This design comes from an exercise in tuning for small area on the open sky130 flow, not from production work. In this exercise RTL edits were held to simulation tests only and were not proved equivalent to the original. No activity file was given, so power comes from the tool's default toggle rates. The flow treats the clock pin as an ideal source, which a real chip does not have.

**flow/design.v**
```verilog
package term_pkg;
   typedef logic [15:0] term_addr_t;
   typedef logic [31:0] reg_addr_t;
   typedef logic [15:0] reg_data_t;
   typedef logic [31:0] mem_word_t;
   typedef logic [29:0] mem_addr_t;
   typedef logic [5:0]  burst_len_t;
   typedef enum logic [2:0] {
      mem_write = 3'd0,
      mem_read  = 3'd1
   } mem_instr_t;
   localparam term_addr_t TERM_DRAM      = 16'h0010;
   localparam term_addr_t TERM_DRAM_CTRL = 16'h0011;
   localparam term_addr_t TERM_DUMMY     = 16'h0012;
   localparam reg_data_t DUMMY_VALUE = 16'h9988;
   localparam reg_addr_t CTRL_REG_STATUS    = 32'd0;
   localparam reg_addr_t CTRL_REG_SCRATCH   = 32'd1;
   localparam reg_addr_t CTRL_REG_CMD_COUNT = 32'd2;
endpackage
`timescale 1ns/1ns
module term_router (
   input  term_pkg::term_addr_t term_addr,
   input  logic                 read_mode,
   input  logic                 read_req,
   input  logic                 read,
   input  logic                 write_mode,
   input  logic                 write,
   input  term_pkg::reg_data_t  dram_datao,
   input  term_pkg::reg_data_t  ctrl_datao,
   input  logic                 dram_read_rdy,
   input  logic                 dram_write_rdy,
   output logic                 dram_read_mode,
   output logic                 dram_read_req,
   output logic                 dram_read,
   output logic                 dram_write_mode,
   output logic                 dram_write,
   output logic                 ctrl_write,
   output term_pkg::reg_data_t  reg_datao,
   output logic                 read_rdy,
   output logic                 write_rdy,
   output term_pkg::reg_data_t  transfer_status
);
   logic sel_dram;
   logic sel_ctrl;
   assign sel_dram = (term_addr == term_pkg::TERM_DRAM);
   assign sel_ctrl = (term_addr == term_pkg::TERM_DRAM_CTRL);
   assign dram_read_mode  = sel_dram & read_mode;
   assign dram_read_req   = sel_dram & read_req;
   assign dram_read       = sel_dram & read;
   assign dram_write_mode = sel_dram & write_mode;
   assign dram_write      = sel_dram & write;
   assign ctrl_write      = sel_ctrl & write_mode & write;
   assign transfer_status = '0;
   always_comb begin
      reg_datao = '0;
      read_rdy  = 1'b1;
      write_rdy = 1'b1;
      case (term_addr)
         term_pkg::TERM_DRAM: begin
            reg_datao = dram_datao;
            read_rdy  = dram_read_rdy;
            write_rdy = dram_write_rdy;
         end
         term_pkg::TERM_DRAM_CTRL: reg_datao = ctrl_datao;
         term_pkg::TERM_DUMMY:     reg_datao = term_pkg::DUMMY_VALUE;
         default:        reg_datao = '0;
      endcase
   end
endmodule
`timescale 1ns/1ns
module dram_bridge #(
   parameter int WORD_AW = 6
) (
   input  logic                 ifclk,
   input  logic                 rst,
   input  logic                 read_mode,
   input  logic                 read_req,
   input  logic                 read,
   input  logic                 write_mode,
   input  logic                 write,
   input  term_pkg::reg_addr_t  reg_addr,
   input  term_pkg::reg_data_t  reg_datai,
   input  logic                 cmd_full,
   input  logic                 rd_empty,
   input  term_pkg::mem_word_t  rd_word,
   input  logic                 calib_done,
   output term_pkg::reg_data_t  reg_datao,
   output logic                 read_rdy,
   output logic                 write_rdy,
   output logic                 cmd_en,
   output logic                 cmd_rd,
   output logic                 wr_en,
   output logic                 rd_en,
   output logic                 wq_load,
   output logic [WORD_AW-1:0]   wq_addr,
   output term_pkg::mem_word_t  wq_data,
   output logic                 cap_win,
   output logic [WORD_AW-1:0]   cap_addr
);
   typedef enum logic [2:0] {
      st_idle,
      st_wr_low,
      st_wr_issue,
      st_rd_issue,
      st_rd_wait,
      st_rd_high
   } state_t;
   state_t    state;
   state_t    state_cur;
   logic      write_mode_q;
   logic      read_mode_q;
   logic      wr_start;
   logic      rd_start;
   logic      resume;
   logic      high_req;
   logic      addr_step;
   logic      rdy_set;
   logic      rdy_q;
   logic      half_q;
   logic [WORD_AW-1:0] addr_q;
   logic [WORD_AW-1:0] addr_base;
   term_pkg::reg_data_t wr_lo;
   assign wr_start = write_mode & ~write_mode_q;
   assign rd_start = read_mode & ~read_mode_q;
   assign resume   = reg_addr[1] &
                     ((wr_start & (state == st_wr_low)) | (rd_start & (state == st_rd_high)));
   always_comb begin
      state_cur = state;
      if ((wr_start || rd_start) && !resume &&
          (state == st_wr_low || state == st_rd_high))
         state_cur = st_idle;
   end
   assign high_req  = (state_cur == st_rd_high) & read_mode & read_req;
   assign addr_step = (state_cur == st_wr_issue) | high_req;
   assign addr_base = (wr_start || rd_start) ? reg_addr[WORD_AW+1:2] : addr_q;
   assign rdy_set   = rd_en | high_req;
   assign cmd_en    = (state == st_wr_issue) | ((state == st_rd_issue) & ~cmd_full);
   assign cmd_rd    = (state == st_rd_issue);
   assign wr_en     = (state == st_wr_issue);
   assign rd_en     = (state == st_rd_wait) & ~rd_empty;
   assign wq_load   = (state_cur == st_wr_low) & write;
   assign wq_addr   = addr_base;
   assign wq_data   = {reg_datai, wr_lo};
   assign cap_win   = ((state_cur == st_idle) & read_mode & read_req) |
                      (state == st_rd_issue) | (state == st_rd_wait);
   assign cap_addr  = addr_base;
   assign write_rdy = calib_done & ~cmd_full & ((state == st_idle) | (state == st_wr_low));
   assign read_rdy  = rdy_q;
   assign reg_datao = half_q ? rd_word[31:16] : rd_word[15:0];
   always_ff @(posedge ifclk) begin
      if (rst) begin
         state        <= st_idle;
         write_mode_q <= 1'b0;
         read_mode_q  <= 1'b0;
         rdy_q        <= 1'b0;
      end else begin
         write_mode_q <= write_mode;
         read_mode_q  <= read_mode;
         if (!read_mode)
            rdy_q <= 1'b0;
         else if (rdy_set)
            rdy_q <= 1'b1;
         else if (read)
            rdy_q <= 1'b0;
         state <= state_cur;
         case (state_cur)
            st_idle: begin
               if (write)
                  state <= st_wr_low;
               else if (read_mode && read_req)
                  state <= st_rd_issue;
            end
            st_wr_low: begin
               if (write)
                  state <= st_wr_issue;
            end
            st_wr_issue: state <= st_idle;
            st_rd_issue: begin
               if (!cmd_full)
                  state <= st_rd_wait;
            end
            st_rd_wait: begin
               if (!rd_empty)
                  state <= st_rd_high;
            end
            st_rd_high: begin
               if (high_req)
                  state <= st_idle;
            end
            default: state <= st_idle;
         endcase
      end
   end
   always_ff @(posedge ifclk) begin
      addr_q <= addr_base + WORD_AW'(addr_step);
      if (state_cur == st_idle && write)
         wr_lo <= reg_datai;
      if (rdy_set)
         half_q <= high_req;
   end
endmodule
`timescale 1ns/1ns
module dram_ctrl_term (
   input  logic                ifclk,
   input  logic                rst,
   input  logic                write,
   input  term_pkg::reg_addr_t reg_addr,
   input  term_pkg::reg_data_t reg_datai,
   input  logic                calib_done,
   input  logic                cmd_en,
   output term_pkg::reg_data_t reg_datao
);
   term_pkg::reg_data_t scratch;
   term_pkg::reg_data_t cmd_count;
   always_ff @(posedge ifclk) begin
      if (rst) begin
         scratch   <= '0;
         cmd_count <= '0;
      end else begin
         if (write && reg_addr == term_pkg::CTRL_REG_SCRATCH)
            scratch <= reg_datai;
         if (write && reg_addr == term_pkg::CTRL_REG_CMD_COUNT)
            cmd_count <= '0;
         else if (cmd_en)
            cmd_count <= cmd_count + 1'b1;
      end
   end
   always_comb begin
      case (reg_addr)
         term_pkg::CTRL_REG_STATUS:    reg_datao = {15'd0, calib_done};
         term_pkg::CTRL_REG_SCRATCH:   reg_datao = scratch;
         term_pkg::CTRL_REG_CMD_COUNT: reg_datao = cmd_count;
         default:            reg_datao = '0;
      endcase
   end
endmodule
`timescale 1ns/1ns
module mem_port_model #(
   parameter int MEM_WORDS    = 64,
   parameter int CALIB_CYCLES = 16,
   parameter int RING         = 4
) (
   input  logic                 ifclk,
   input  logic                 rst,
   input  logic                 cmd_en,
   input  logic                 cmd_rd,
   input  logic                 wr_en,
   input  logic                 rd_en,
   input  logic                 wq_load,
   input  logic [$clog2(MEM_WORDS)-1:0] wq_addr,
   input  term_pkg::mem_word_t  wq_data,
   input  logic                 cap_win,
   input  logic [$clog2(MEM_WORDS)-1:0] cap_addr,
   output logic                 cmd_full,
   output term_pkg::mem_word_t  rd_word,
   output logic                 rd_empty,
   output logic                 calib_done
);
   localparam int WORD_AW = $clog2(MEM_WORDS);
   localparam int RING_W  = $clog2(RING);
   localparam int RINGS   = MEM_WORDS / RING;
   localparam int CAL_W   = $clog2(CALIB_CYCLES + 1);
   logic [CAL_W-1:0]   calib_cnt;
   logic               cmd_valid;
   logic               cmd_rd_q;
   logic               rd_pend;
   logic [RING_W-1:0]  phase;
   term_pkg::mem_word_t wq_word;
   logic [WORD_AW-1:0] wq_waddr;
   logic               wq_valid;
   logic               wq_cancel;
   logic               wq_fire;
   logic               cap;
   term_pkg::mem_word_t ring_in [RINGS];
   always_ff @(posedge ifclk) begin
      if (rst) begin
         calib_cnt  <= '0;
         calib_done <= 1'b0;
      end else if (!calib_done) begin
         if (calib_cnt == CAL_W'(CALIB_CYCLES - 1))
            calib_done <= 1'b1;
         calib_cnt <= calib_cnt + 1'b1;
      end
   end
   always_ff @(posedge ifclk) begin
      if (rst)
         cmd_valid <= 1'b0;
      else
         cmd_valid <= cmd_en;
      if (cmd_en)
         cmd_rd_q <= cmd_rd;
   end
   always_ff @(posedge ifclk) begin
      if (rst)
         rd_pend <= 1'b0;
      else if (cmd_valid && cmd_rd_q)
         rd_pend <= 1'b1;
      else if (rd_en)
         rd_pend <= 1'b0;
   end
   assign cmd_full = ~calib_done | cmd_valid;
   assign rd_empty = ~rd_pend;
   always_ff @(posedge ifclk)
      phase <= phase + 1'b1;
   assign wq_cancel = rst & wr_en;
   assign wq_fire   = wq_valid & ~wq_cancel &
                      (RING_W'(wq_waddr[RING_W-1:0] + phase + 1'b1) == '0);
   always_ff @(posedge ifclk) begin
      if (wq_load) begin
         wq_word  <= wq_data;
         wq_waddr <= wq_addr;
         wq_valid <= 1'b1;
      end else if (wq_fire || wq_cancel) begin
         wq_valid <= 1'b0;
      end
   end
   for (genvar g = 0; g < RINGS; g++) begin : ring
      term_pkg::mem_word_t slot [RING];
      assign ring_in[g] = (wq_fire && wq_waddr[WORD_AW-1:RING_W] == (WORD_AW-RING_W)'(g)) ?
                          wq_word : slot[RING-1];
      always_ff @(posedge ifclk) begin
         slot[0] <= ring_in[g];
         for (int k = 1; k < RING; k++)
            slot[k] <= slot[k-1];
      end
   end
   assign cap = cap_win & (RING_W'(cap_addr[RING_W-1:0] + phase + 1'b1) == '0);
   always_ff @(posedge ifclk) begin
      if (cap)
         rd_word <= ring_in[cap_addr[WORD_AW-1:RING_W]];
   end
endmodule
`timescale 1ns/1ns
module host_terminal_top #(
   parameter int MEM_WORDS    = 64,
   parameter int CALIB_CYCLES = 16,
   parameter int RING         = 4
) (
   input  logic                 ifclk,
   input  logic                 rst,
   input  term_pkg::term_addr_t term_addr,
   input  term_pkg::reg_addr_t  reg_addr,
   input  logic [31:0]          len,
   input  logic                 read_mode,
   input  logic                 read_req,
   input  logic                 read,
   input  logic                 write_mode,
   input  logic                 write,
   input  term_pkg::reg_data_t  reg_datai,
   output term_pkg::reg_data_t  reg_datao,
   output logic                 read_rdy,
   output logic                 write_rdy,
   output term_pkg::reg_data_t  transfer_status
);
   localparam int WORD_AW = $clog2(MEM_WORDS);
   logic       dram_read_mode;
   logic       dram_read_req;
   logic       dram_read;
   logic       dram_write_mode;
   logic       dram_write;
   logic       ctrl_write;
   term_pkg::reg_data_t  dram_datao;
   term_pkg::reg_data_t  ctrl_datao;
   logic       dram_read_rdy;
   logic       dram_write_rdy;
   logic       cmd_en;
   logic       cmd_rd;
   logic       wr_en;
   logic       rd_en;
   logic       wq_load;
   logic [WORD_AW-1:0]   wq_addr;
   term_pkg::mem_word_t  wq_data;
   logic       cap_win;
   logic [WORD_AW-1:0]   cap_addr;
   logic       cmd_full;
   term_pkg::mem_word_t  rd_word;
   logic       rd_empty;
   logic       calib_done;
   term_router term_router_i (
      .term_addr       (term_addr),
      .read_mode       (read_mode),
      .read_req        (read_req),
      .read            (read),
      .write_mode      (write_mode),
      .write           (write),
      .dram_datao      (dram_datao),
      .ctrl_datao      (ctrl_datao),
      .dram_read_rdy   (dram_read_rdy),
      .dram_write_rdy  (dram_write_rdy),
      .dram_read_mode  (dram_read_mode),
      .dram_read_req   (dram_read_req),
      .dram_read       (dram_read),
      .dram_write_mode (dram_write_mode),
      .dram_write      (dram_write),
      .ctrl_write      (ctrl_write),
      .reg_datao       (reg_datao),
      .read_rdy        (read_rdy),
      .write_rdy       (write_rdy),
      .transfer_status (transfer_status)
   );
   dram_bridge #(
      .WORD_AW (WORD_AW)
   ) dram_bridge_i (
      .ifclk         (ifclk),
      .rst           (rst),
      .read_mode     (dram_read_mode),
      .read_req      (dram_read_req),
      .read          (dram_read),
      .write_mode    (dram_write_mode),
      .write         (dram_write),
      .reg_addr      (reg_addr),
      .reg_datai     (reg_datai),
      .cmd_full      (cmd_full),
      .rd_empty      (rd_empty),
      .rd_word       (rd_word),
      .calib_done    (calib_done),
      .reg_datao     (dram_datao),
      .read_rdy      (dram_read_rdy),
      .write_rdy     (dram_write_rdy),
      .cmd_en        (cmd_en),
      .cmd_rd        (cmd_rd),
      .wr_en         (wr_en),
      .rd_en         (rd_en),
      .wq_load       (wq_load),
      .wq_addr       (wq_addr),
      .wq_data       (wq_data),
      .cap_win       (cap_win),
      .cap_addr      (cap_addr)
   );
   dram_ctrl_term dram_ctrl_term_i (
      .ifclk      (ifclk),
      .rst        (rst),
      .write      (ctrl_write),
      .reg_addr   (reg_addr),
      .reg_datai  (reg_datai),
      .calib_done (calib_done),
      .cmd_en     (cmd_en),
      .reg_datao  (ctrl_datao)
   );
   mem_port_model #(
      .MEM_WORDS    (MEM_WORDS),
      .CALIB_CYCLES (CALIB_CYCLES),
      .RING         (RING)
   ) mem_port_model_i (
      .ifclk         (ifclk),
      .rst           (rst),
      .cmd_en        (cmd_en),
      .cmd_rd        (cmd_rd),
      .wr_en         (wr_en),
      .rd_en         (rd_en),
      .wq_load       (wq_load),
      .wq_addr       (wq_addr),
      .wq_data       (wq_data),
      .cap_win       (cap_win),
      .cap_addr      (cap_addr),
      .cmd_full      (cmd_full),
      .rd_word       (rd_word),
      .rd_empty      (rd_empty),
      .calib_done    (calib_done)
   );
endmodule
```
**flow/run.sh**
```bash
#!/bin/bash
# synth_recipe.tcl (not shown) runs the flow's synth.tcl, then flattens the netlist and writes it again
# the make line also repeats each setting of config.mk as NAME=value (left out here)
make -C /OpenROAD-flow-scripts/flow DESIGN_CONFIG=/design/flow/config.mk WORK_HOME=/design/flow/orfs CLKGATE_MAP_FILE= SYNTH_SCRIPT=/design/flow/synth_recipe.tcl finish
```
**flow/config.mk**
```make
export PLATFORM = sky130hd
export DESIGN_NAME = host_terminal_top
export DESIGN_NICKNAME = host_terminal_top
export VERILOG_FILES = /design/flow/design.v
export SDC_FILE = /design/flow/constraint.sdc
export NUM_CORES = 4
export LEC_CHECK = 0
export CAP_MARGIN = 20
export CORE_MARGIN = 2
export CORE_UTILIZATION = 40
export SLEW_MARGIN = 20
```
**flow/constraint.sdc**
```tcl
create_clock -name core_clock -period 8.0 [get_ports {ifclk}]
set_input_delay 1.6000 -clock core_clock [delete_from_list [all_inputs] [get_ports {ifclk}]]
set_output_delay 1.6000 -clock core_clock [all_outputs]
set_load 0.01 [all_outputs]
```
==> reports/qor.yml, run 1 <==
global_route:
  overflow: 0
  groute.layer.met1.usage_pct: 28.2
  grt_usage_pct: 19.3
  grt.met2_usage_pct: 28.3
  grt_pass1_wl_um: 216000
  grt_start_max_net_pins: 166
  via_count_of_the_first_global_routing_pass: 32700
  initial_antenna_violation_count: 8
  busiest_layer: "met2"
  gr_util_met3_pct: 3.76
worst_setup_path:
  timing.critical_path.from_type: "input pin"
  timing.critical_path.to_type: "output port"
  critPathTopFamily: "simple AND/OR/NAND/NOR gates"
  critical_path_slowest_stage_cell: "sky130_fd_sc_hd__nor4_1"
  critPathMaxFanout: 16
  criticalPathCategory: "in -> out"
  critical_path_arrival_ps: 5590
  buf_inv_on_cp: 2
  cpMostUsedCell: "sky130_fd_sc_hd__clkdlybuf4s50_1"
  crit_chain: "clkdlybuf4s50_1 > nor4_1 > nand4_1 > nor3_1 > and2_1 > a22oi_1 > o221ai_1 > clkdlybuf4s50_1"
  timing.reg2reg.setup_slack_ps: 3290
  critical_path_required_ps: 6400
  cp_slowest_stage_delay_ps: 770
layout:
  nets: 4623
  area_delta_synth_final_pct: 16.9
  finish.instance_area_um2: 69600
  layout.filler_cells: 12900
  drive_above_1_share_pct: 16.2
cts:
  tritoncts_clock_tree: "built"
  cts.htree.levels: 4
  cts_post_setup_buffers_inserted: 0
  cts_num_sinks: 2191
  cts_max_path_buffers: 3
  cts-resized-gates: 0
  clock_insertion_delay_worst_skew_ps: 820
  worst_setup_hold_path_clk_slew_ps: 70
  numCtsBuffers: 197
  cts_root_buffer: "sky130_fd_sc_hd__clkbuf_16"
  hold_buffers: 0
timing:
  final.period_utilization_pct: 89.8
  timing.fmax_ghz: 0.139
  timing.final.setup_violations: 0
  setup_tns_ps: 0
  worst_pin_slew_ps: 1180
  setup_skew_ps: 36.2
  relSlewSlack_pct: 19.4
  grt_setup_unrepaired: "no"
  final-hold-violation-count: 0
  timing.hold.ws_ps: 308
  timing.final.max_slew_violations: 0
  timing.final.crit_period_ps: 7190
synth:
  synth_area_per_cell_um2: 13.5
  synth.top_cells.by_count: "sky130_fd_sc_hd__dfxtp_1, sky130_fd_sc_hd__o22ai_1, sky130_fd_sc_hd__mux2i_1, sky130_fd_sc_hd__inv_1, sky130_fd_sc_hd__and3_1"
  largest_cells_by_area_after_synthesis: "sky130_fd_sc_hd__dfxtp_1, sky130_fd_sc_hd__edfxtp_1, sky130_fd_sc_hd__mux2i_1, sky130_fd_sc_hd__mux2_2, sky130_fd_sc_hd__o22ai_1"
  synth.top_cell.area_share_pct: 70.7
  synthesis.yosys.warnings: 21
  ys_ff_latch: 2191
  yosysTopAreaCell: "sky130_fd_sc_hd__dfxtp_1"
  post_synth_xor_area_fraction_pct: 0.397
  ys_types: 67
  seq_area_frac_synth_pct: 75.2
  synth-async-reset-ratio_pct: 0
  mappedNetlistArea_um2: 59500
  synth_top_family_by_area: "compound AO/OA/AOI/OAI gates"
  yosys_most_used_dff: "sky130_fd_sc_hd__dfxtp_1"
  synth_simple_gate_area_share_pct: 6.91
  post_synthesis_cell_count: 4410
  yosysMostFrequentCell: "sky130_fd_sc_hd__dfxtp_1"
  synth_fa_ha_area_share_pct: 0.105
  synth_mux_area_share_pct: 6.15
  synth_edf_count: 88
  post_synthesis_compound_gate_area_fraction_pct: 8.14
placement:
  io_buffers: 88
  place.detailed.hpwl_um: 83000
  place.gp.congestion: 0.815
  placed_area_um2: 62700
floorplanning:
  chipHeight_um: 390
  die_area_um2: 152000
  rows: 141
  start_util_pct: 40.3
  die-width_um: 390
  ios: 137
  design.core.area_um2: 148000
route:
  viasPerCell: 5.00
  detail_route.drc_violations: 0
  finalWirelength_um: 148000
  num_vias: 33100
  drt-pass1-iter-count: 6
  wire_per_inst_um: 22.3
  drt_first_iter_violations: 2593
  ant_nets: 0
run:
  cap_viol_max_count: 0
power:
  power-per-cell-area_nw_per_um2: 299
  worst_ir_drop_vdd_v: 0.000226
  p_leak_nw: 29.6
status:
  result_of_the_run: "finished clean"
min_path:
  hold_path.class: "reg -> reg"
==> cells in the final DEF (no fill, tap or decap), types with 43 or more instances in the layout <==
master and instances:
sky130_fd_sc_hd__buf_4 57, sky130_fd_sc_hd__nand2_1 97, sky130_fd_sc_hd__clkdlybuf4s50_1 88, sky130_fd_sc_hd__inv_1 197, sky130_fd_sc_hd__a21boi_0 179, sky130_fd_sc_hd__o2111ai_1 64, sky130_fd_sc_hd__nor4_1 43, sky130_fd_sc_hd__edfxtp_1 88
sky130_fd_sc_hd__and3_1 188, sky130_fd_sc_hd__clkbuf_8 56, sky130_fd_sc_hd__dfxtp_1 2103, sky130_fd_sc_hd__clkbuf_16 205, sky130_fd_sc_hd__a21oi_1 62, sky130_fd_sc_hd__o22ai_1 217, sky130_fd_sc_hd__mux2i_1 206, sky130_fd_sc_hd__clkbuf_1 43
sky130_fd_sc_hd__nor2_1 67, sky130_fd_sc_hd__mux2_2 130, sky130_fd_sc_hd__or2_2 182
==> per-layer routing <==
layer  vias up  part of all wire (%)
met3       258                   6.6
met5         -                     0
met4         0                   2.7
met1     16400                    48
met2      1045                    42
li1      15400                     -
==> worst paths after layout <==
check | from | end | cells past startpoint
max | reg_addr[6] | reg_datao[3] | 8
min | mem_port_model_i.ring[5].slot[2][25] | mem_port_model_i.ring[5].slot[3][25] | 0
max reg2reg | mem_port_model_i.wq_waddr[3] | mem_port_model_i.rd_word[19] | 8
min reg2reg | mem_port_model_i.ring[5].slot[2][25] | mem_port_model_i.ring[5].slot[3][25] | 0
==> registers in the layout, summed over array words and instances (netlist names) <==
name and flops:
mem_port_model_i.ring.slot 2048, mem_port_model_i.rd_word 32, mem_port_model_i.wq_word 32, dram_bridge_i.wr_lo 16, dram_ctrl_term_i.cmd_count 16, dram_ctrl_term_i.scratch 16, dram_bridge_i.addr_q 6, mem_port_model_i.wq_waddr 6
mem_port_model_i.calib_cnt 5, dram_bridge_i.state 3, mem_port_model_i.phase 2, dram_bridge_i.half_q 1, dram_bridge_i.rdy_q 1, dram_bridge_i.read_mode_q 1, dram_bridge_i.write_mode_q 1, mem_port_model_i.calib_done 1
mem_port_model_i.cmd_rd_q 1, mem_port_model_i.cmd_valid 1, mem_port_model_i.rd_pend 1, mem_port_model_i.wq_valid 1
==> through the flow <==
stage               std cells  power (mW)  util (%)  setup slack, ps
finish                   6619        20.8      47.1              814
global route             6618        21.4      47.1              551
CTS                      6618        21.0      47.1              799
detailed placement       6246        11.3      42.4              826
global placement         6245        11.3      42.4              934
floorplan                4425        11.2         -              993
==> layout make-up <==
| cell class | count | area [um^2] | share of cell area [%] |
|---|---|---|---|
| flip-flops and latches | 2191 | 44700 | 64.3 |
| multi-input cells | 1774 | 13300 | 19.1 |
| clock buffers | 304 | 6060 | 8.71 |
| well taps | 1930 | 2410 | 3.47 |
| repair buffers | 154 | 1500 | 2.15 |
| clock inverters | 68 | 850 | 1.22 |
| inverters | 197 | 739 | 1.06 |
| diodes | 1 | 2.50 | 0.00360 |
==> power breakdown <==
part	total [mW]	leakage [nW]	internal (mW)	switching (mW)
Sequential	11.0	17.8	11.0	0.00115
Clock	9.74	3.40	5.67	4.07
Combinational	0.0861	8.40	0.0371	0.0490
==> logic make-up after synthesis <==
family | after synthesis
buffers and inverters | 460
adders and majority gates | 5
DFF | 2191
xor gates and xnor gates | 27
other | 1
AOI/OAI and AO/OA | 676
muxes | 348
and+or+nand+nor | 702
==> inputs of run 2 (changes only) <==
--- a/flow/design.v
+++ b/flow/design.v
@@ -272,6 +272,8 @@
    logic               wq_fire;
    logic               cap;
    term_pkg::mem_word_t ring_in [RINGS];
+   term_pkg::mem_word_t ring_out [RINGS];
+   logic               cap_fwd;
    always_ff @(posedge ifclk) begin
       if (rst) begin
          calib_cnt  <= '0;
@@ -318,6 +320,7 @@
       term_pkg::mem_word_t slot [RING];
       assign ring_in[g] = (wq_fire && wq_waddr[WORD_AW-1:RING_W] == (WORD_AW-RING_W)'(g)) ?
                           wq_word : slot[RING-1];
+      assign ring_out[g] = slot[RING-1];
       always_ff @(posedge ifclk) begin
          slot[0] <= ring_in[g];
          for (int k = 1; k < RING; k++)
@@ -325,9 +328,10 @@
       end
    end
    assign cap = cap_win & (RING_W'(cap_addr[RING_W-1:0] + phase + 1'b1) == '0);
+   assign cap_fwd = wq_valid & (wq_waddr == cap_addr);
    always_ff @(posedge ifclk) begin
       if (cap)
-         rd_word <= ring_in[cap_addr[WORD_AW-1:RING_W]];
+         rd_word <= cap_fwd ? wq_word : ring_out[cap_addr[WORD_AW-1:RING_W]];
    end
 endmodule
 `timescale 1ns/1ns
--- a/flow/config.mk
+++ b/flow/config.mk
@@ -5,7 +5,10 @@
 export SDC_FILE = /design/flow/constraint.sdc
 export NUM_CORES = 4
 export LEC_CHECK = 0
+export ABC_AREA = 1
 export CAP_MARGIN = 20
 export CORE_MARGIN = 2
 export CORE_UTILIZATION = 40
+export CTS_BUF_LIST = sky130_fd_sc_hd__clkbuf_4
+export CTS_CLUSTER_SIZE = 20
 export SLEW_MARGIN = 20
==> run 2 against run 1 <==
- sequential cell count did not move
- critical endpoint is now reg_datao[14]
- highest routed layer unchanged
- synthesized area fell by 3.4%
- wire length fell by 8.2%
- cell count rose by 17%
- clock skew rose by 100 ps
- total power fell by 6.6%
- worst setup slack improved by 330 ps
- still clean
- global-route usage fell by 0.80 points
==> reports/qor.yml, run 2 <==
power:
  power-per-cell-area_nw_per_um2: 293  # -2.2%
  clock_power_share_pct: 43.2  # -3.6 points
  total_switching_power_mw: 4.01  # -2.7%
  proportion_of_power_drawn_by_combinational_gates_pct: 0.4  # about the same
  worst_ir_drop_vdd_v: 0.000161  # -29%
  p_leak_nw: 27.7  # -6.4%
  portion_of_total_power_attributed_to_sequential_cells_pct: 56.5  # +3.7 points
  power_report.internal_total_mw: 15.4  # -7.5%
  sw_frac_of_total_pct: 20.6  # +0.81 points
cts:
  cts_root_buffer: "sky130_fd_sc_hd__clkbuf_4"
  worst_setup_hold_path_clk_slew_ps: 70  # about the same
  cts_max_path_buffers: 4  # +1
  numCtsBuffers: 495  # +150%
  tritoncts_clock_tree: "built"
  cts_num_sinks: 2191  # unchanged
  cts-resized-gates: 0  # unchanged
  cts_post_setup_buffers_inserted: 0  # unchanged
  cts.htree.levels: 5  # +1
  hold_buffers: 0  # unchanged
  clock_insertion_delay_worst_skew_ps: 1310  # +490 ps
synth:
  yosysMostFrequentCell: "sky130_fd_sc_hd__dfxtp_1"
  synth_area_per_cell_um2: 11.2  # -17%
  ys_ff_latch: 2191  # unchanged
  synth.top_cell.area_share_pct: 73.2  # +2.5 points
  post_synthesis_cell_count: 5111  # +16%
  mappedNetlistArea_um2: 57500  # -3.4%
  synth-async-reset-ratio_pct: 0  # unchanged
  yosys_most_used_dff: "sky130_fd_sc_hd__dfxtp_1"
  seq_area_frac_synth_pct: 77.8  # +2.7 points
  synth_edf_count: 88  # unchanged
  synth.top_cells.by_count: "sky130_fd_sc_hd__dfxtp_1, sky130_fd_sc_hd__nand2_1, sky130_fd_sc_hd__o21ai_0, sky130_fd_sc_hd__nor2_1, sky130_fd_sc_hd__nand3_1"
  largest_cells_by_area_after_synthesis: "sky130_fd_sc_hd__dfxtp_1, sky130_fd_sc_hd__nand2_1, sky130_fd_sc_hd__o21ai_0, sky130_fd_sc_hd__edfxtp_1, sky130_fd_sc_hd__nand3_1"
  yosysTopAreaCell: "sky130_fd_sc_hd__dfxtp_1"
  ys_types: 38  # -43%
  synthesis.yosys.warnings: 22  # +4.8%
layout:
  layout.filler_cells: 13300  # +2.9%
  final_cell_mix: "sky130_fd_sc_hd__dfxtp_1, sky130_fd_sc_hd__nand2_1, sky130_fd_sc_hd__clkbuf_4, sky130_fd_sc_hd__o21ai_0, sky130_fd_sc_hd__nor2_1"
  flip_flop_count_of_the_largest_register_after_layout: 2048  # unchanged
  fin_util_pct: 46.4  # -0.65 points
  top_register: "mem_port_model_i.ring.slot"
  area_delta_synth_final_pct: 15.5
  final_common_cell: "sky130_fd_sc_hd__dfxtp_1"
  drive_above_1_share_pct: 15.0  # -1.2 points
  top_regs: "mem_port_model_i.ring.slot x2048, mem_port_model_i.rd_word x32, mem_port_model_i.wq_word x32"
  nets: 5614  # +21%
route:
  detail_route.drc_violations: 0  # unchanged
  finalWirelength_um: 136000  # -8.2%
  wire_per_inst_um: 17.4  # -22%
  ant_nets: 0  # unchanged
  drt-pass1-iter-count: 6  # unchanged
  drt_first_iter_violations: 2576  # -0.66%
  viasPerCell: 4.51  # -10%
  num_vias: 35000  # +5.7%
timing:
  timing.final.setup_violations: 0  # unchanged
  setup_tns_ps: 0  # unchanged
  final.period_utilization_pct: 85.7  # -4.1 points
  timing.final.crit_period_ps: 6850  # -331 ps
  final-hold-violation-count: 0  # unchanged
  setup_skew_ps: 136  # +99.5 ps
  timing.fmax_ghz: 0.146  # +4.8%
  timing.final.max_slew_violations: 0  # unchanged
  relSlewSlack_pct: 21.0  # +1.6 points
  grt_setup_unrepaired: "no"
  worst_pin_slew_ps: 1170  # -2.78 ps
worst_setup_path:
  timing.critical_path.from_type: "input pin"
  crit_chain: "clkdlybuf4s50_1 > nor2_1 > nand2_1 > nor4_1 > inv_1 > nor2_1 > nand2_1 > buf_4 > o22ai_1 > nand3_1 > o21ai_0 > clkdlybuf4s50_1"
  timing.critical_path.to_type: "output port"
  critical_path_required_ps: 6400  # about the same
  timing.reg2reg.setup_slack_ps: 3640  # +350 ps
  criticalPathCategory: "in -> out"
  critPathTopFamily: "simple AND/OR/NAND/NOR gates"
  critPathMaxFanout: 12  # -4
  buf_inv_on_cp: 4  # +2
  critical_path_slowest_stage_cell: "sky130_fd_sc_hd__clkdlybuf4s50_1"
  cp_slowest_stage_delay_ps: 710  # -60 ps
  critical_path_arrival_ps: 5250  # -340 ps
floorplanning:
  ios: 137  # unchanged
  design.core.area_um2: 143000  # -3.2%
  rows: 139  # -1.4%
  chipHeight_um: 383  # -1.7%
  start_util_pct: 40.2  # -0.10 points
  die-width_um: 383  # -1.7%
  die_area_um2: 147000  # -3.4%
global_route:
  overflow: 0  # unchanged
  grt_start_max_net_pins: 65  # -61%
  grt_pass1_wl_um: 206000  # -4.4%
  via_count_of_the_first_global_routing_pass: 34900  # +6.7%
  grt_usage_pct: 18.5  # -0.80 points
  initial_antenna_violation_count: 4  # -4
min_path:
  hold_path.class: "reg -> reg"
placement:
  io_buffers: 88  # unchanged
  place.detailed.hpwl_um: 73200  # -12%
  place.gp.congestion: 0.810  # -0.56%
status:
  result_of_the_run: "finished clean"
run:
  cap_viol_max_count: 0  # unchanged
run 2: cell types whose count changed after synthesis, moves of 85 or more:
| cell | previous run | this run |
|---|---|---|
| sky130_fd_sc_hd__mux2i_1 | 207 | 10 |
| sky130_fd_sc_hd__o21ai_0 | 8 | 550 |
| sky130_fd_sc_hd__or2_2 | 182 | 5 |
| sky130_fd_sc_hd__nand3_1 | 19 | 236 |
| sky130_fd_sc_hd__inv_1 | 197 | 112 |
| sky130_fd_sc_hd__o22ai_1 | 217 | 11 |
| sky130_fd_sc_hd__and3_1 | 190 | 3 |
| sky130_fd_sc_hd__mux2_2 | 132 | 0 |
| sky130_fd_sc_hd__nand2_1 | 97 | 1292 |
| sky130_fd_sc_hd__a21boi_0 | 179 | 0 |
| sky130_fd_sc_hd__nor2_1 | 71 | 292 |
run 2: cell type report:
cell class	instances	area, um^2	share of cell area, %
Sequential cell	2191	44700	67.4
Multi-Input combinational cell	2576	11500	17.2
Inverter	116	437	0.657
Antenna cell	6	15.0	0.0226
Timing Repair Buffer	126	1210	1.82
Clock inverter	99	517	0.778
Tap cell	1903	2380	3.58
Clock buffer	755	5670	8.53
run 2: final timing paths:
| kind | startpoint | end | depth (start not counted) |
|---|---|---|---|
| setup / recovery | reg_addr[19] | reg_datao[14] | 12 |
| hold / removal | mem_port_model_i.ring[15].slot[0][15] | mem_port_model_i.ring[15].slot[1][15] | 0 |
| setup reg to reg | dram_bridge_i.write_mode_q | mem_port_model_i.rd_word[25] | 14 |
| hold reg to reg | mem_port_model_i.ring[15].slot[0][15] | mem_port_model_i.ring[15].slot[1][15] | 0 |
run 2: cell families after synthesis:
| family | Yosys count | share of synthesized area, % |
|---|---|---|
| buffers and inverters | 359 | 2.74 |
| adder cells (fa/ha/maj) | 5 | 0.109 |
| AO/OA/AOI/OAI | 621 | 5.48 |
| XOR/XNOR | 12 | 0.183 |
| AND/OR/NAND/NOR | 1912 | 13.5 |
| other | 1 | 0.00652 |
| multiplexers | 10 | 0.174 |
| flip-flops | 2191 | 77.8 |
run 2: metal layers:
metal  wire, um  vias to the layer above  GRT usage, %
met5          0                        -             0
met4       2540                        0          7.31
met3       7020                      175          3.58
met2      59600                      908          27.7
met1      66500                    16600          26.2
li1           -                    17400             -
run 2: through the flow:
step | total power [mW] | setup slack, ps | hold WS [ps] | cells | cell area [um^2]
floorplan | 11.2 | 3100 | 310 | 5126 | 57600
global placement | 11.3 | 1090 | 309 | 6910 | 60200
detailed placement | 11.3 | 1120 | 312 | 6912 | 60200
CTS | 19.7 | 1090 | 225 | 7766 | 66400
global route | 20.2 | 1020 | 239 | 7771 | 66400
finish | 19.4 | 1150 | 244 | 7772 | 66400
run 2: power by group through the flow:
stage	clock [mW]	sequential [mW]	combinational, mW
final	8.39	11.0	0.0742
after global routing	9.19	11.0	0.0779
after CTS	8.61	11.0	0.0746
after detailed placement	0	11.2	0.0742
after global placement	0	11.2	0.0744
after floorplan	0	11.2	0.0229
==> inputs of run 3 (changes only) <==
--- a/flow/config.mk
+++ b/flow/config.mk
@@ -8,7 +8,7 @@
 export ABC_AREA = 1
 export CAP_MARGIN = 20
 export CORE_MARGIN = 2
-export CORE_UTILIZATION = 40
-export CTS_BUF_LIST = sky130_fd_sc_hd__clkbuf_4
-export CTS_CLUSTER_SIZE = 20
+export CORE_UTILIZATION = 60
+export CTS_BUF_LIST = sky130_fd_sc_hd__clkbuf_2 sky130_fd_sc_hd__clkbuf_4 sky130_fd_sc_hd__clkbuf_8
+export CTS_CLUSTER_SIZE = 30
 export SLEW_MARGIN = 20
==> run 3 against run 2 <==
- still clean on timing, DRC and antenna
- sequential power about the same
- utilization is 23 points higher
- fmax increased by 7.9%
- sequential share of layout area rose by 0.23 points
- synthesized area is the same
- clock skew shrank 63 ps
- critical path depth down 1
- critical endpoint is now reg_datao[9]
==> reports/qor.yml, run 3 <==
synth:
  yosysMostFrequentCell: "sky130_fd_sc_hd__dfxtp_1"
  mappedNetlistArea_um2: 57500  # unchanged
  seq_area_frac_synth_pct: 77.8  # unchanged
  yosysTopAreaCell: "sky130_fd_sc_hd__dfxtp_1"
  ys_ff_latch: 2191  # unchanged
  ys_types: 38  # unchanged
  synth-async-reset-ratio_pct: 0  # unchanged
  synth_area_per_cell_um2: 11.2  # unchanged
  synthesis.yosys.warnings: 22  # unchanged
  synth_edf_count: 88  # unchanged
  synth.top_cell.area_share_pct: 73.2  # unchanged
  post_synthesis_cell_count: 5111  # unchanged
  yosys_most_used_dff: "sky130_fd_sc_hd__dfxtp_1"
  synth.top_cells.by_count: "sky130_fd_sc_hd__dfxtp_1, sky130_fd_sc_hd__nand2_1, sky130_fd_sc_hd__o21ai_0, sky130_fd_sc_hd__nor2_1, sky130_fd_sc_hd__nand3_1"
  largest_cells_by_area_after_synthesis: "sky130_fd_sc_hd__dfxtp_1, sky130_fd_sc_hd__nand2_1, sky130_fd_sc_hd__o21ai_0, sky130_fd_sc_hd__edfxtp_1, sky130_fd_sc_hd__nand3_1"
layout:
  nets: 5445  # -3.0%
  drive_above_1_share_pct: 12.0  # -3.1 points
  top_register: "mem_port_model_i.ring.slot"
  sequential_cell_area_um2: 44700  # unchanged
  top_regs: "mem_port_model_i.ring.slot x2048, mem_port_model_i.rd_word x32, mem_port_model_i.wq_word x32"
  final_cell_mix: "sky130_fd_sc_hd__dfxtp_1, sky130_fd_sc_hd__nand2_1, sky130_fd_sc_hd__o21ai_0, sky130_fd_sc_hd__clkbuf_8, sky130_fd_sc_hd__nor2_1"
  flip_flop_count_of_the_largest_register_after_layout: 2048  # unchanged
  area_delta_synth_final_pct: 15.1
  area_used_by_multi_input_combinational_logic_um2: 11400  # -0.12%
  layout.filler_cells: 7284  # -45%
  final_common_cell: "sky130_fd_sc_hd__dfxtp_1"
timing:
  timing.final.max_slew_violations: 0  # unchanged
  timing.fmax_ghz: 0.157  # +7.9%
  grt_setup_unrepaired: "no"
  setup_skew_ps: 72.2  # -63.4 ps
  setup_tns_ps: 0  # unchanged
  relSlewSlack_pct: 24.1  # +3.1 points
  worst_pin_slew_ps: 1140  # -34.8 ps
  final-hold-violation-count: 0  # unchanged
  final.period_utilization_pct: 79.4  # -6.3 points
  timing.final.setup_violations: 0  # unchanged
  timing.final.crit_period_ps: 6350  # -503 ps
  finalWorstSetupSlack_ps: 1650  # +503 ps
route:
  met1Wirelength_um: 65800  # -0.95%
  met3_wirelength_um: 7330  # +4.3%
  viasPerCell: 4.98  # +11%
  route.top_layer_used: "met4"
  wire_per_inst_um: 19.5  # +12%
  num_vias: 34100  # -2.8%
  finalWirelength_um: 133000  # -1.8%
  met2_wirelength_um: 57000  # -4.2%
  detail_route.drc_violations: 0  # unchanged
  ant_nets: 0  # unchanged
  drt-pass1-iter-count: 7  # +1
  drt_first_iter_violations: 2574  # -0.078%
floorplanning:
  ios: 137  # unchanged
  rows: 113  # -19%
  start_util_pct: 60.5  # +20 points
  die-width_um: 314  # -18%
  die_area_um2: 98300  # -33%
  design.core.area_um2: 95000  # -34%
  chipHeight_um: 314  # -18%
status:
  result_of_the_run: "finished clean"
placement:
  place.gp.congestion: 0.810  # about the same
  io_buffers: 88  # unchanged
  place.detailed.hpwl_um: 71400  # -2.4%
  preCtsSetupSlack_ps: 1420  # +302 ps
cts:
  cts_num_sinks: 2191  # unchanged
  hold_buffers: 0  # unchanged
  numCtsBuffers: 329  # -34%
  tritoncts_clock_tree: "built"
  cts_max_path_buffers: 4  # unchanged
  cts_root_buffer: "sky130_fd_sc_hd__clkbuf_8"
  clock_insertion_delay_worst_skew_ps: 960  # -350 ps
  worst_setup_hold_path_clk_slew_ps: 60  # about the same
  cts.htree.levels: 5  # unchanged
  cts_post_setup_buffers_inserted: 0  # unchanged
  cts-resized-gates: 0  # unchanged
worst_setup_path:
  timing.critical_path.from_type: "input pin"
  startpoint: "reg_addr[23]"
  critPathMaxFanout: 16  # +4
  crit-reg2reg-launch: "dram_bridge_i.write_mode_q"
  critical_path_arrival_ps: 4750  # -500 ps
  timing.critical_path.to_type: "output port"
  criticalPathCategory: "in -> out"
  critical_path_required_ps: 6400  # about the same
power:
  clock_power_share_pct: 45.5  # +2.3 points
  p_leak_nw: 27.6  # -0.32%
  power_report.internal_total_mw: 16.2  # +5.3%
  power-per-cell-area_nw_per_um2: 306  # +4.7%
  total_switching_power_mw: 4.02  # +0.42%
  worst_ir_drop_vdd_v: 0.000209  # +30%
  portion_of_total_power_attributed_to_sequential_cells_pct: 54.2  # -2.3 points
  power_mw: 20.3  # +4.3%
  proportion_of_power_drawn_by_combinational_gates_pct: 0.4  # about the same
  sw_frac_of_total_pct: 19.8  # -0.77 points
global_route:
  initial_antenna_violation_count: 3  # -1
  via_count_of_the_first_global_routing_pass: 33000  # -5.5%
  grt_pass1_wl_um: 200000  # -3.3%
  grt_usage_pct: 27.2  # +8.7 points
  overflow: 0  # unchanged
  grt_start_max_net_pins: 65  # unchanged
min_path:
  hold_path.class: "reg -> reg"
  hold_path.startpoint: "mem_port_model_i.ring[7].slot[1][5]"
run:
  cap_viol_max_count: 0  # unchanged
[run 3: cell counts after synthesis]
Identical to the previous run, type by type.
[run 3: stage by stage]
stage / std cells / area, um^2 / utilization, % / hold WS (ps)
6_report: 6835 / 66200 / 69.7 / 277
5_1_grt: 6833 / 66200 / 69.7 / 282
4_1_cts: 6831 / 66200 / 69.6 / 272
3_5_place_dp: 6270 / 59400 / 62.5 / 312
3_3_place_gp: 6269 / 59400 / 62.5 / 310
2_1_floorplan: 5126 / 57600 / - / 310
[run 3: worst paths after layout]
| path | endpoint | slack [ps] | cells after the start |
|---|---|---|---|
| setup / recovery | reg_datao[9] | 1650 | 11 |
| hold / removal | mem_port_model_i.ring[7].slot[2][5] | 280 | 0 |
| setup reg to reg | mem_port_model_i.rd_word[23] | 3990 | 14 |
| hold reg to reg | mem_port_model_i.ring[7].slot[2][5] | 280 | 0 |
[run 3: cells by family after synthesis]
| logic type | synth area share (%) |
|---|---|
| xor+xnor | 0.183 |
| flops | 77.8 |
| mux | 0.174 |
| buf+inv | 2.74 |
| other cells | 0.00652 |
| compound gates | 5.48 |
| fa+ha+maj | 0.109 |
| simple gates | 13.5 |
[run 3: metal layers]
metal	GRT usage [%]	up-vias
met5	0	-
met4	8.59	0
met3	5.30	204
met2	40.2	879
met1	40.5	16200
li1	-	16800
[run 3: power by group through the flow]
stage / Sequential, mW / Clock, mW / Combinational [mW]
after detailed placement: 11.2 / 0 / 0.0734
final: 11.0 / 9.22 / 0.0737
after CTS: 11.0 / 9.38 / 0.0737
after global placement: 11.2 / 0 / 0.0727
after global routing: 11.0 / 9.89 / 0.0780
after floorplan: 11.2 / 0 / 0.0229
[run 3: final cells by class]
type | instances | area share, %
multi-input cells | 2576 | 17.3
flip-flops and latches | 2191 | 67.6
repair buffers | 123 | 1.80
clock buffers | 524 | 9.78
well taps | 1265 | 2.39
clock inverters | 37 | 0.482
inverters | 116 | 0.660
diodes | 3 | 0.0113
[run 3: worst max-delay path, stage by stage]
cell and delay (ps):
sky130_fd_sc_hd__clkdlybuf4s50_1 400, sky130_fd_sc_hd__nor2_1 100, sky130_fd_sc_hd__nand2_1 60, sky130_fd_sc_hd__nor4_1 400
sky130_fd_sc_hd__inv_1 130, sky130_fd_sc_hd__nor2_1 320, sky130_fd_sc_hd__nand2_1 410, sky130_fd_sc_hd__o21ai_2 420
sky130_fd_sc_hd__nand3_1 130, sky130_fd_sc_hd__o21ai_0 170, sky130_fd_sc_hd__clkdlybuf4s50_1 610
==> inputs of run 4 (changes only) <==
==> flow/flow/run.sh (new file) <==
#!/bin/bash
# Standard layout with a leaner clock tree (no dummy loads, larger sink
# clusters) and single-size port buffers. Synthesis is the standard flow's own.
set -euo pipefail
export BUFFER_PORTS_ARGS="-buffer_cell sky130_fd_sc_hd__buf_1"
export CTS_ARGS="-sink_clustering_enable -repair_clock_nets -dont_use_dummy_load -buf_list {sky130_fd_sc_hd__clkbuf_8 sky130_fd_sc_hd__clkbuf_16} -sink_clustering_size 25 -sink_clustering_max_diameter 60"
bash standard.sh > flow_make.log 2>&1
==> flow/standard.sh (new file) <==
#!/bin/bash
# synth_recipe.tcl (not shown) runs the flow's synth.tcl, then flattens the netlist and writes it again
# the make line also repeats each setting of config.mk as NAME=value (left out here)
make -C /OpenROAD-flow-scripts/flow DESIGN_CONFIG=/design/flow/config.mk WORK_HOME=/design/flow/orfs CLKGATE_MAP_FILE= SYNTH_SCRIPT=/design/flow/synth_recipe.tcl "${@:-finish}"
--- a/flow/config.mk
+++ b/flow/config.mk
@@ -9,6 +9,4 @@
 export CAP_MARGIN = 20
 export CORE_MARGIN = 2
 export CORE_UTILIZATION = 60
-export CTS_BUF_LIST = sky130_fd_sc_hd__clkbuf_2 sky130_fd_sc_hd__clkbuf_4 sky130_fd_sc_hd__clkbuf_8
-export CTS_CLUSTER_SIZE = 30
 export SLEW_MARGIN = 20
removed: flow/run.sh
==> run 4 against run 3 <==
- sequential power hardly changed
- die area stayed put
- global-route usage is 0.63 points lower
- wire length is 2.6% lower
- clock skew is 1.3 ps lower
- count of clock-buffer cells in the layout is 393 lower
- critical path depth is 2 lower
- synthesized area stayed put
- still clean on timing, DRC and antenna
- total power is 15% lower
- cell count is 6.3% lower
- register-to-register slack worse by 370 ps
==> reports/qor.yml, run 4 <==
status:
  result_of_the_run: "finished clean"
layout:
  top_regs: "mem_port_model_i.ring.slot x2048, mem_port_model_i.rd_word x32, mem_port_model_i.wq_word x32"
  drive_above_1_share_pct: 4.62  # -7.3 points
  final_common_cell: "sky130_fd_sc_hd__dfxtp_1"
  fin_util_pct: 65.4  # -4.3 points
  layoutNonFillerInstCount: 6404  # -6.3%
  flip_flop_count_of_the_largest_register_after_layout: 2048  # unchanged
  nets: 5244  # -3.7%
  finish.instance_area_um2: 62100  # -6.2%
  area_delta_synth_final_pct: 8.01
  top_register: "mem_port_model_i.ring.slot"
  final_cell_mix: "sky130_fd_sc_hd__dfxtp_1, sky130_fd_sc_hd__nand2_1, sky130_fd_sc_hd__o21ai_0, sky130_fd_sc_hd__nor2_1, sky130_fd_sc_hd__nand3_1"
run:
  cap_viol_max_count: 0  # unchanged
power:
  power-per-cell-area_nw_per_um2: 276  # -9.7%
  p_leak_nw: 25.4  # -8.2%
  worst_ir_drop_vdd_v: 0.000254  # +21%
  power_mw: 17.2  # -15%
synth:
  synth_top_family_by_area: "simple AND/OR/NAND/NOR gates"
  ys_ff_latch: 2191  # unchanged
  post_synthesis_cell_count: 5111  # unchanged
  synth_mux_area_share_pct: 0.174  # unchanged
  mappedNetlistArea_um2: 57500  # unchanged
  synth.top_cell.area_share_pct: 73.2  # unchanged
  yosysMostFrequentCell: "sky130_fd_sc_hd__dfxtp_1"
  ys_types: 38  # unchanged
  yosysTopAreaCell: "sky130_fd_sc_hd__dfxtp_1"
  synth_simple_gate_area_share_pct: 13.5  # unchanged
  post_synthesis_compound_gate_area_fraction_pct: 5.48  # unchanged
  synth_fa_ha_area_share_pct: 0.109  # unchanged
  synthesis.yosys.warnings: 22  # unchanged
  largest_cells_by_area_after_synthesis: "sky130_fd_sc_hd__dfxtp_1, sky130_fd_sc_hd__nand2_1, sky130_fd_sc_hd__o21ai_0, sky130_fd_sc_hd__edfxtp_1, sky130_fd_sc_hd__nand3_1"
  yosys_most_used_dff: "sky130_fd_sc_hd__dfxtp_1"
  synth.top_cells.by_count: "sky130_fd_sc_hd__dfxtp_1, sky130_fd_sc_hd__nand2_1, sky130_fd_sc_hd__o21ai_0, sky130_fd_sc_hd__nor2_1, sky130_fd_sc_hd__nand3_1"
  post_synth_xor_area_fraction_pct: 0.183  # unchanged
  synth_area_per_cell_um2: 11.2  # unchanged
  seq_area_frac_synth_pct: 77.8  # unchanged
  synth-async-reset-ratio_pct: 0  # unchanged
  synth_edf_count: 88  # unchanged
route:
  viasPerCell: 5.08  # +1.9%
  num_vias: 32500  # -4.5%
  detail_route.drc_violations: 0  # unchanged
  ant_nets: 0  # unchanged
  finalWirelength_um: 130000  # -2.6%
  drt_first_iter_violations: 2654  # +3.1%
  wire_per_inst_um: 20.3  # +3.9%
  drt-pass1-iter-count: 7  # unchanged
floorplanning:
  die_area_um2: 98300  # unchanged
  rows: 113  # unchanged
  ios: 137  # unchanged
  chipHeight_um: 314  # unchanged
  start_util_pct: 60.5  # unchanged
  design.core.area_um2: 95000  # unchanged
  die-width_um: 314  # unchanged
cts:
  worst_setup_hold_path_clk_slew_ps: 80  # +20 ps
  hold_buffers: 0  # unchanged
  numCtsBuffers: 131  # -60%
  cts_post_setup_buffers_inserted: 0  # unchanged
  cts_num_sinks: 2191  # unchanged
  cts-resized-gates: 0  # unchanged
  clock_insertion_delay_worst_skew_ps: 760  # -200 ps
  cts_max_path_buffers: 3  # -1
  cts.htree.levels: 4  # -1
  cts_root_buffer: "sky130_fd_sc_hd__clkbuf_16"
  tritoncts_clock_tree: "built"
global_route:
  grt_pass1_wl_um: 193000  # -3.3%
  via_count_of_the_first_global_routing_pass: 31000  # -6.1%
  initial_antenna_violation_count: 4  # +1
  grt_usage_pct: 26.5  # -0.63 points
  grt_start_max_net_pins: 65  # unchanged
  overflow: 0  # unchanged
worst_setup_path:
  criticalPathCategory: "in -> out"
  rr_endpoint: "mem_port_model_i.rd_word[0]"
  critPathMaxFanout: 12  # -4
  critical_path_required_ps: 6400  # about the same
  timing.reg2reg.setup_slack_ps: 3620  # -370 ps
  timing.reg2reg.worst_path_depth: 14  # unchanged
  timing.critical_path.from_type: "input pin"
  crit-reg2reg-launch: "dram_bridge_i.read_mode_q"
  timing.critical_path.to_type: "output port"
  critical_path_arrival_ps: 4080  # -670 ps
placement:
  placed_area_um2: 58800  # -1.0%
  place.detailed.hpwl_um: 71200  # -0.27%
  dp_cells: 6267  # -0.048%
  preCtsSetupSlack_ps: 1970  # +551 ps
  io_buffers: 88  # unchanged
  place.gp.congestion: 0.831  # +2.6%
timing:
  timing.final.max_slew_violations: 0  # unchanged
  timing.hold.ws_ps: 294  # +16.8 ps
  timing.final.crit_period_ps: 5680  # -670 ps
  timing.final.setup_violations: 0  # unchanged
  relSlewSlack_pct: 23.8  # -0.33 points
  worst_pin_slew_ps: 1140  # +5.01 ps
  grt_setup_unrepaired: "no"
  setup_tns_ps: 0  # unchanged
  final-hold-violation-count: 0  # unchanged
  setup_skew_ps: 70.9  # -1.28 ps
  timing.fmax_ghz: 0.176  # +12%
  finalWorstSetupSlack_ps: 2320  # +670 ps
  final.period_utilization_pct: 71.0  # -8.4 points
min_path:
  worst_hold_path.endpoint: "mem_port_model_i.ring[14].slot[1][7]"
  hold_path.startpoint: "mem_port_model_i.ring[14].slot[0][7]"
  min_path_cells: 0  # unchanged
  hold_path.class: "reg -> reg"
## run 4: final cells by class
type	count	area, um^2
diodes	5	12.5
multi-input cells	2576	11400
repair buffers	120	603
flip-flops and latches	2191	44700
inverters	116	437
clock buffers	131	3280
fillers	7529	32900
well taps	1265	1580
## run 4: cells by family after synthesis
| kind of cell | count (synthesis) |
|---|---|
| other cells | 1 |
| buf+inv | 359 |
| fa+ha+maj | 5 |
| compound gates | 621 |
| simple gates | 1912 |
| flops | 2191 |
| mux | 10 |
| xor+xnor | 12 |
## run 4: worst max-delay path by stage
stage	start	to	slack, ps	depth (start not counted)
3_5_place_dp	term_addr[1]	mem_port_model_i.rd_word[0]	1970	17
5_1_grt	reg_addr[23]	reg_datao[9]	2140	11
2_1_floorplan	term_addr[15]	mem_port_model_i.rd_word[0]	3100	12
6_report	term_addr[1]	reg_datao[12]	2320	9
4_1_cts	reg_addr[23]	reg_datao[9]	2120	11
3_3_place_gp	term_addr[7]	mem_port_model_i.rd_word[0]	1960	17
## run 4: critical path, stage by stage
cell and delay (ps):
sky130_fd_sc_hd__buf_1 100, sky130_fd_sc_hd__nor2_1 100, sky130_fd_sc_hd__nand2_1 70, sky130_fd_sc_hd__nor2_2 270, sky130_fd_sc_hd__nand2_1 440, sky130_fd_sc_hd__inv_1 700, sky130_fd_sc_hd__o211ai_1 410, sky130_fd_sc_hd__nand3_1 210
sky130_fd_sc_hd__buf_1 170
## run 4: where the power goes
part	leakage (nW)	switching (mW)	internal [mW]
clock	1.61	3.25	2.91
combinational	6.11	0.0379	0.0131
sequential	17.7	0.00120	11.0
total	25.4	3.29	13.9
## run 4: metal layers
metal	GRT usage, %	share of wire [%]
met5	0	0.0069
met4	8.39	2.8
met3	4.06	4.9
met2	40.8	44
met1	38.9	49
==> inputs of run 5 (changes only) <==
==> flow/flow/run.sh (replaced) <==
#!/bin/bash
# Standard layout with a leaner clock tree (no dummy loads, larger sink
# clusters) and single-size port buffers. Synthesis is the standard flow's own.
set -euo pipefail
export BUFFER_PORTS_ARGS="-buffer_cell sky130_fd_sc_hd__buf_1"
export CTS_ARGS="-sink_clustering_enable -repair_clock_nets -dont_use_dummy_load -buf_list {sky130_fd_sc_hd__clkbuf_16} -sink_clustering_size 36 -sink_clustering_max_diameter 70"
bash standard.sh > flow_make.log 2>&1
==> run 5 against run 4 <==
- first-iteration DRC count increased by 5.1%
- worst hold slack got worse by 1.5 ps
- register-to-register slack better by 50 ps
- highest routed layer unchanged
- critical endpoint unchanged
- still clean on timing, DRC and antenna
- cell count down 0.84%
- non-clock buffer count stayed put
==> reports/qor.yml, run 5 <==
status:
  result_of_the_run: "finished clean"
power:
  portion_of_total_power_attributed_to_sequential_cells_pct: 69.1  # +5.2 points
  total_switching_power_mw: 3.05  # -7.1%
  power_report.internal_total_mw: 12.8  # -7.7%
  clock_power_share_pct: 30.6  # -5.3 points
  worst_ir_drop_vdd_v: 0.000200  # -21%
  proportion_of_power_drawn_by_combinational_gates_pct: 0.3  # about the same
  p_leak_nw: 24.8  # -2.4%
  sw_frac_of_total_pct: 19.2  # +0.093 points
  power-per-cell-area_nw_per_um2: 261  # -5.6%
cts:
  cts_max_path_buffers: 3  # unchanged
  cts_post_setup_buffers_inserted: 0  # unchanged
  cts_root_buffer: "sky130_fd_sc_hd__clkbuf_16"
  cts_num_sinks: 2191  # unchanged
  worst_setup_hold_path_clk_slew_ps: 120  # +40 ps
  hold_buffers: 0  # unchanged
  cts.htree.levels: 3  # -1
  clock_insertion_delay_worst_skew_ps: 700  # -60 ps
  numCtsBuffers: 81  # -38%
  cts-resized-gates: 0  # unchanged
  tritoncts_clock_tree: "built"
layout:
  drive_above_1_share_pct: 3.68  # -0.94 points
  nets: 5194  # -0.95%
  final_cell_mix: "sky130_fd_sc_hd__dfxtp_1, sky130_fd_sc_hd__nand2_1, sky130_fd_sc_hd__o21ai_0, sky130_fd_sc_hd__nor2_1, sky130_fd_sc_hd__nand3_1"
  final_common_cell: "sky130_fd_sc_hd__dfxtp_1"
  area_delta_synth_final_pct: 5.82
  finish.instance_area_um2: 60800  # -2.0%
  flip_flop_count_of_the_largest_register_after_layout: 2048  # unchanged
  top_register: "mem_port_model_i.ring.slot"
  layoutNonFillerInstCount: 6350  # -0.84%
  fin_util_pct: 64.0  # -1.3 points
  top_regs: "mem_port_model_i.ring.slot x2048, mem_port_model_i.rd_word x32, mem_port_model_i.wq_word x32"
timing:
  relSlewSlack_pct: 23.8  # +0.040 points
  setup_tns_ps: 0  # unchanged
  timing.final.setup_violations: 0  # unchanged
  timing.final.max_slew_violations: 0  # unchanged
  final.period_utilization_pct: 71.6  # +0.61 points
  grt_setup_unrepaired: "no"
  setup_skew_ps: 69.5  # -1.49 ps
  worst_pin_slew_ps: 1140  # -0.599 ps
  timing.final.crit_period_ps: 5730  # +48.8 ps
  final-hold-violation-count: 0  # unchanged
  timing.fmax_ghz: 0.175  # -0.85%
worst_setup_path:
  timing.reg2reg.worst_path_depth: 14  # unchanged
  rr_endpoint: "mem_port_model_i.rd_word[0]"
  timing.reg2reg.setup_slack_ps: 3670  # +50 ps
  crit_chain: "buf_1 > nor2_1 > nand2_1 > nor2_2 > nand2_1 > inv_1 > o211ai_1 > nand3_1 > buf_1"
  cp_slowest_stage_delay_ps: 730  # +30 ps
  timing.critical_path.from_type: "input pin"
  critical_path_required_ps: 6400  # about the same
  crit-reg2reg-launch: "dram_bridge_i.write_mode_q"
  critical_path_slowest_stage_cell: "sky130_fd_sc_hd__inv_1"
  critical_path_arrival_ps: 4130  # +50 ps
  timing.critical_path.to_type: "output port"
  criticalPathCategory: "in -> out"
  critPathMaxFanout: 12  # unchanged
placement:
  dp_cells: 6267  # unchanged
  placed_area_um2: 58800  # unchanged
  io_buffers: 88  # unchanged
  place.detailed.hpwl_um: 71200  # unchanged
  place.gp.congestion: 0.831  # unchanged
floorplanning:
  die_area_um2: 98300  # unchanged
  ios: 137  # unchanged
  chipHeight_um: 314  # unchanged
  design.core.area_um2: 95000  # unchanged
  rows: 113  # unchanged
  die-width_um: 314  # unchanged
  start_util_pct: 60.5  # unchanged
route:
  drt_first_iter_violations: 2789  # +5.1%
  detail_route.drc_violations: 0  # unchanged
  num_vias: 32200  # -0.90%
  viasPerCell: 5.07  # about the same
  ant_nets: 0  # unchanged
  drt-pass1-iter-count: 5  # -2
  finalWirelength_um: 129000  # -0.89%
  wire_per_inst_um: 20.2  # about the same
min_path:
  hold_path.class: "reg -> reg"
  min_path_cells: 0  # unchanged
  worst_hold_path.endpoint: "mem_port_model_i.ring[2].slot[2][31]"
  hold_path.startpoint: "mem_port_model_i.ring[2].slot[1][31]"
synth:
  synth-async-reset-ratio_pct: 0  # unchanged
  yosysMostFrequentCell: "sky130_fd_sc_hd__dfxtp_1"
  synth.top_cell.area_share_pct: 73.2  # unchanged
  synth.top_cells.by_count: "sky130_fd_sc_hd__dfxtp_1, sky130_fd_sc_hd__nand2_1, sky130_fd_sc_hd__o21ai_0, sky130_fd_sc_hd__nor2_1, sky130_fd_sc_hd__nand3_1"
  largest_cells_by_area_after_synthesis: "sky130_fd_sc_hd__dfxtp_1, sky130_fd_sc_hd__nand2_1, sky130_fd_sc_hd__o21ai_0, sky130_fd_sc_hd__edfxtp_1, sky130_fd_sc_hd__nand3_1"
  synthesis.yosys.warnings: 22  # unchanged
  seq_area_frac_synth_pct: 77.8  # unchanged
  synth_edf_count: 88  # unchanged
  mappedNetlistArea_um2: 57500  # unchanged
  yosys_most_used_dff: "sky130_fd_sc_hd__dfxtp_1"
  synth_area_per_cell_um2: 11.2  # unchanged
  yosysTopAreaCell: "sky130_fd_sc_hd__dfxtp_1"
  post_synthesis_cell_count: 5111  # unchanged
  ys_ff_latch: 2191  # unchanged
  ys_types: 38  # unchanged
global_route:
  busiest_layer: "met2"
  groute.layer.met1.usage_pct: 39.1  # +0.20 points
  grt_start_max_net_pins: 65  # unchanged
  grt.met2_usage_pct: 40.3  # -0.47 points
  gr_util_met3_pct: 3.36  # -0.70 points
  grt_pass1_wl_um: 191000  # -1.0%
  overflow: 0  # unchanged
  grt_usage_pct: 26.2  # -0.36 points
  via_count_of_the_first_global_routing_pass: 30300  # -2.3%
  initial_antenna_violation_count: 4  # unchanged
run:
  cap_viol_max_count: 0  # unchanged
==> run 5: logic make-up after synthesis <==
family	Yosys count	share of synthesized area, %
flip-flops	2191	77.8
AND/OR/NAND/NOR	1912	13.5
AO/OA/AOI/OAI	621	5.48
buffers and inverters	359	2.74
XOR/XNOR	12	0.183
multiplexers	10	0.174
adder cells (fa/ha/maj)	5	0.109
other	1	0.00652
==> run 5: how the worst max path moves through the flow <==
stage,from,end
floorplan,term_addr[15],mem_port_model_i.rd_word[0]
global placement,term_addr[7],mem_port_model_i.rd_word[0]
detailed placement,term_addr[1],mem_port_model_i.rd_word[0]
CTS,reg_addr[23],reg_datao[9]
global route,reg_addr[23],reg_datao[9]
finish,term_addr[1],reg_datao[12]
==> run 5: per-stage QoR <==
stage,total power [mW],hold WS (ps),worst slack [ps]
finish,15.9,293,2270
global route,16.3,296,2140
floorplan,11.2,310,3100
detailed placement,11.3,312,1970
CTS,16.0,294,2120
global placement,11.3,310,1960
==> run 5: critical path, delay by kind of cell <==
| family | cells | cell delay (ps) |
|---|---|---|
| AO/OA/AOI/OAI | 1 | 420 |
| buffers and inverters | 3 | 990 |
| AND/OR/NAND/NOR | 5 | 1100 |
==> run 5: final cells by class <==
class,instances,area [um^2]
antenna,1,2.50
clock buffer,81,2030
fill,7623,34200
inverter,116,437
multi-input combinational,2576,11400
sequential,2191,44700
tap,1265,1580
timing repair buffer,120,603
==> run 5: power by group through the flow <==
| stage | combinational, mW | sequential, mW | clock (mW) |
|---|---|---|---|
| 2_1_floorplan | 0.0229 | 11.2 | 0 |
| 3_3_place_gp | 0.0498 | 11.2 | 0 |
| 3_5_place_dp | 0.0505 | 11.2 | 0 |
| 4_1_cts | 0.0506 | 11.0 | 4.96 |
| 5_1_grt | 0.0549 | 11.0 | 5.32 |
| 6_report | 0.0509 | 11.0 | 4.85 |
==> run 5: per-layer routing <==
layer / vias up / routed length (um)
met2: 672 / 55500
met5: - / 19
li1: 16000 / -
met1: 15300 / 63600
met4: 4 / 3600
met3: 188 / 5820

port drivers added, routing unchanged:
The flow's constraints put no driver on any port. The routed layouts listed below were extracted and timed again, unchanged, in two steps.
Step 1 sets driving cells, clkbuf_16 on the clock port and buf_2 on the other inputs (assumed; they add their load-dependent delay and slew).
Step 2, shift: input delay + t, output delay - t, t = (earliest + latest rising clock arrival at the registers) / 2. This alone moves slack from input paths to output paths.
Slacks: no drivers / after step 1 / after step 2; pairs: no drivers / after step 1.
| run | t, ns | setup slack, ns | worst setup path after step 2 | worst data-port slew with drivers (ns) | pins driven straight from the clock port |
|---|---|---|---|---|---|
| run 1 | 0.883 | 0.814 / 0.783 / 0.783 | input to output | 0.07 | 1 |
| run 2 | 1.304 | 1.145 / 1.121 / 1.121 | input to output | 0.05 | 1 |
| run 3 | 0.992 | 1.649 / 1.627 / 1.627 | input to output | 0.06 | 1 |
| run 4 | 0.787 | 2.318 / 2.294 / 1.913 | input to register | 0.17 | 1 |
| run 5 | 0.746 | 2.270 / 2.245 / 1.946 | input to register | 0.15 | 1 |
After both steps setup and hold are still met in every run listed. The setup slack of run 4, which loses most, moves by -0.024 ns with the drivers and by -0.405 ns with both steps.
